This design comes from an exercise in tuning for small area, a short achievable clock period and few clock cycles on the open sky130 flow, not from production work.
At most, simulation tests tie the RTL to the original design; equivalence was not proved.
No activity file was given, so power comes from the tool's default toggle rates.

Setup of before:
Design double_clap_toggle_detector, start of the top module:
module double_clap_toggle_detector (
  input  logic                         clk,
  input  logic                         rst,
  input  logic                         psel,
  input  logic                         penable,
  input  logic                         pwrite,
  input  logic [dctd_pkg::PADDR_W-1:0] paddr,
  input  logic [31:0]                  pwdata,
  output logic [31:0]                  prdata,
  output logic                         pready,
  input  logic                         in_valid,
  output logic                         in_stall,
  input  logic [dctd_pkg::STAMP_W-1:0] event_time_ms,
  output logic                         out_valid,
  input  logic                         out_stall,
  output logic                         load_on,
  output logic                         toggled
);
clock: 5.5 ns
lec_check: 0
cap_margin: 20
core_margin: 2
core_utilization: 40
place_density: 0.6
setup_slack_margin: 2.5
slew_margin: 20
run.sh (not shown) runs the stock make flow with config.mk's settings and CLKGATE_MAP_FILE= SYNTH_SCRIPT=/design/flow/synth_recipe.tcl, a recipe that flattens the netlist after the stock synthesis.
Having completed the whole flow, before delivered a layout that passed the timing, design-rule and antenna checks.
Testbench counts of before, summed over its fixed seeds: cycles 3,232.
#### Input delta (after over before)
- SYNTH_HIERARCHICAL newly set to 1
- SYNTH_MINIMUM_KEEP_SIZE newly set to 0
Notes after the runs:
Measured against each other, before and after differ in minimum period implied by the final worst setup slack, the lower figure coming from after. after: full flow OK, the timing, design-rule and antenna checks passed. [compare] base=before new=after: non-clock buffer count in the final layout decreased by 124 relative to the old numbers; power in the clock group increased by about 12% relative to the old numbers; met2 demand-to-capacity share in global routing -3.6 points. Total power: after above before. Peak ir drop on the vdd network, after vs before: up by more than 10%. Of before and after, the run reporting the lower maximum frequency was before.

Another version of the RTL of double_clap_toggle_detector (not shown whole).
Size: roughly 5800 cells after synthesis, ~110 I/O pins.
// double_clap_toggle_detector
module double_clap_toggle_detector (
  input  logic                         clk,
  input  logic                         rst,
  input  logic                         psel,
  input  logic                         penable,
  input  logic                         pwrite,
  input  logic [dctd_pkg::PADDR_W-1:0] paddr,
  input  logic [31:0]                  pwdata,
  output logic [31:0]                  prdata,
  output logic                         pready,
  input  logic                         in_valid,
  output logic                         in_stall,
  input  logic [dctd_pkg::STAMP_W-1:0] event_time_ms,
  output logic                         out_valid,
  input  logic                         out_stall,
  output logic                         load_on,
  output logic                         toggled
);
clock: 5.5 ns
lec_check: 0
cap_margin: 20
core_margin: 2
core_utilization: 60
cts_cluster_diameter: 80
cts_cluster_size: 20
place_density: 0.78
setup_slack_margin: 3.2
slew_margin: 20
synth_hierarchical: 1
synth_minimum_keep_size: 100
The starting point finished with timing, DRC and antenna clean.
Testbench counts at the start, summed over its fixed seeds: cycles 3,248.
Rerun with:
Settings changed: CORE_UTILIZATION 60 to 40, CTS_CLUSTER_DIAMETER 80 to not set, CTS_CLUSTER_SIZE 20 to not set, PLACE_DENSITY 0.78 to 0.6.
Outcome:
- worst setup slack gets worse by 0.015 ns
- wire length climbs by 4.2%
- worst hold slack gets better by 0.0033 ns
- clock skew climbs by 0.0086 ns
- final cell count climbs by 10%
- critical path depth is unchanged
- power climbs by 13%
- synthesized cell count is unchanged
- maximum frequency drops by 0.61%
- final area climbs by 4.6%
Rerun with:
Settings changed: CORE_UTILIZATION 40 to 50, CTS_CLUSTER_DIAMETER set to 80, CTS_CLUSTER_SIZE set to 20, PLACE_DENSITY 0.6 to 0.7.
What happened:
- global-route usage increases by 4.6 points
- power is lower by 11%
- wire length decreases by 4.8%

P:
double_clap_toggle_detector, a different RTL version from the one above (not shown whole).
Size: roughly 6100 cells after synthesis.
Design double_clap_toggle_detector, start of the top module:
module double_clap_toggle_detector (
  input  logic                         clk,
  input  logic                         rst,
  input  logic                         psel,
  input  logic                         penable,
  input  logic                         pwrite,
  input  logic [dctd_pkg::PADDR_W-1:0] paddr,
  input  logic [31:0]                  pwdata,
  output logic [31:0]                  prdata,
  output logic                         pready,
  input  logic                         in_valid,
  output logic                         in_stall,
  input  logic [dctd_pkg::STAMP_W-1:0] event_time_ms,
  output logic                         out_valid,
  input  logic                         out_stall,
  output logic                         load_on,
  output logic                         toggled
);
make LEC_CHECK=0 CAP_MARGIN=20 CORE_MARGIN=2 CORE_UTILIZATION=55 CTS_CLUSTER_DIAMETER=100 CTS_CLUSTER_SIZE=30 PLACE_DENSITY=0.72 SETUP_SLACK_MARGIN=3.2 SLEW_MARGIN=20 SYNTH_HIERARCHICAL=1 SYNTH_MINIMUM_KEEP_SIZE=100 finish   # period 5.5 ns
#### Input delta (Q over P)
- PLACE_DENSITY: 0.72 -> 0.6
- CTS_CLUSTER_DIAMETER: 100 -> unset
- CTS_CLUSTER_SIZE: 30 -> unset
- CORE_UTILIZATION: 55 -> 40
Notes after the runs:
Arrival time at the worst endpoint, Q and P: higher on Q. Taking Q as 1.0, P lands at 1.09 on combinational power. Power: Q draws more than P. Number of H-tree levels, Q and P: smaller value in P. Compared with P, Q shows fmax lower by 0.98%.
Function was not checked in any run of this note: the RTL went through the layout flow alone.

-- what the ideal ports hide --
The results above use ideal ports. As a check the final layouts listed here were re-extracted and re-timed, cells and wires unchanged.
Step 1 assumes that a clkbuf_16 drives the clock port and a buf_2 every other input.
Step 2 times the ports against the registers' clock, not the clock port: input delays grow and output delays shrink by t, the midpoint of the rising clock arrivals with the driver on.
a / b / c = ideal ports / drivers / drivers and shift; a / b = the first two.
run	t (ns)	setup WS [ns]	clock arrival spread, ns	worst slew at a driven data input, ns
before	0.776	2.345 / 2.345 / 2.345	0.027 / 0.028	0.09
after	0.793	2.455 / 2.444 / 2.178	0.043 / 0.042	0.08
the first run of note 2	0.764	3.082 / 3.082 / 2.555	0.045 / 0.045	0.07
the second run of note 2	0.802	3.067 / 3.067 / 2.501	0.059 / 0.060	0.10
the third run of note 2	0.794	3.123 / 3.123 / 2.516	0.062 / 0.063	0.07
P	0.730	2.783 / 2.783 / 2.544	0.055 / 0.055	0.05
Q	0.790	2.756 / 2.756 / 2.459	0.058 / 0.057	0.05
After both steps every run listed still meets setup and hold. The setup slack of the third run of note 2, which loses most, moves by 0.000 ns with the drivers and by -0.607 ns with both steps.
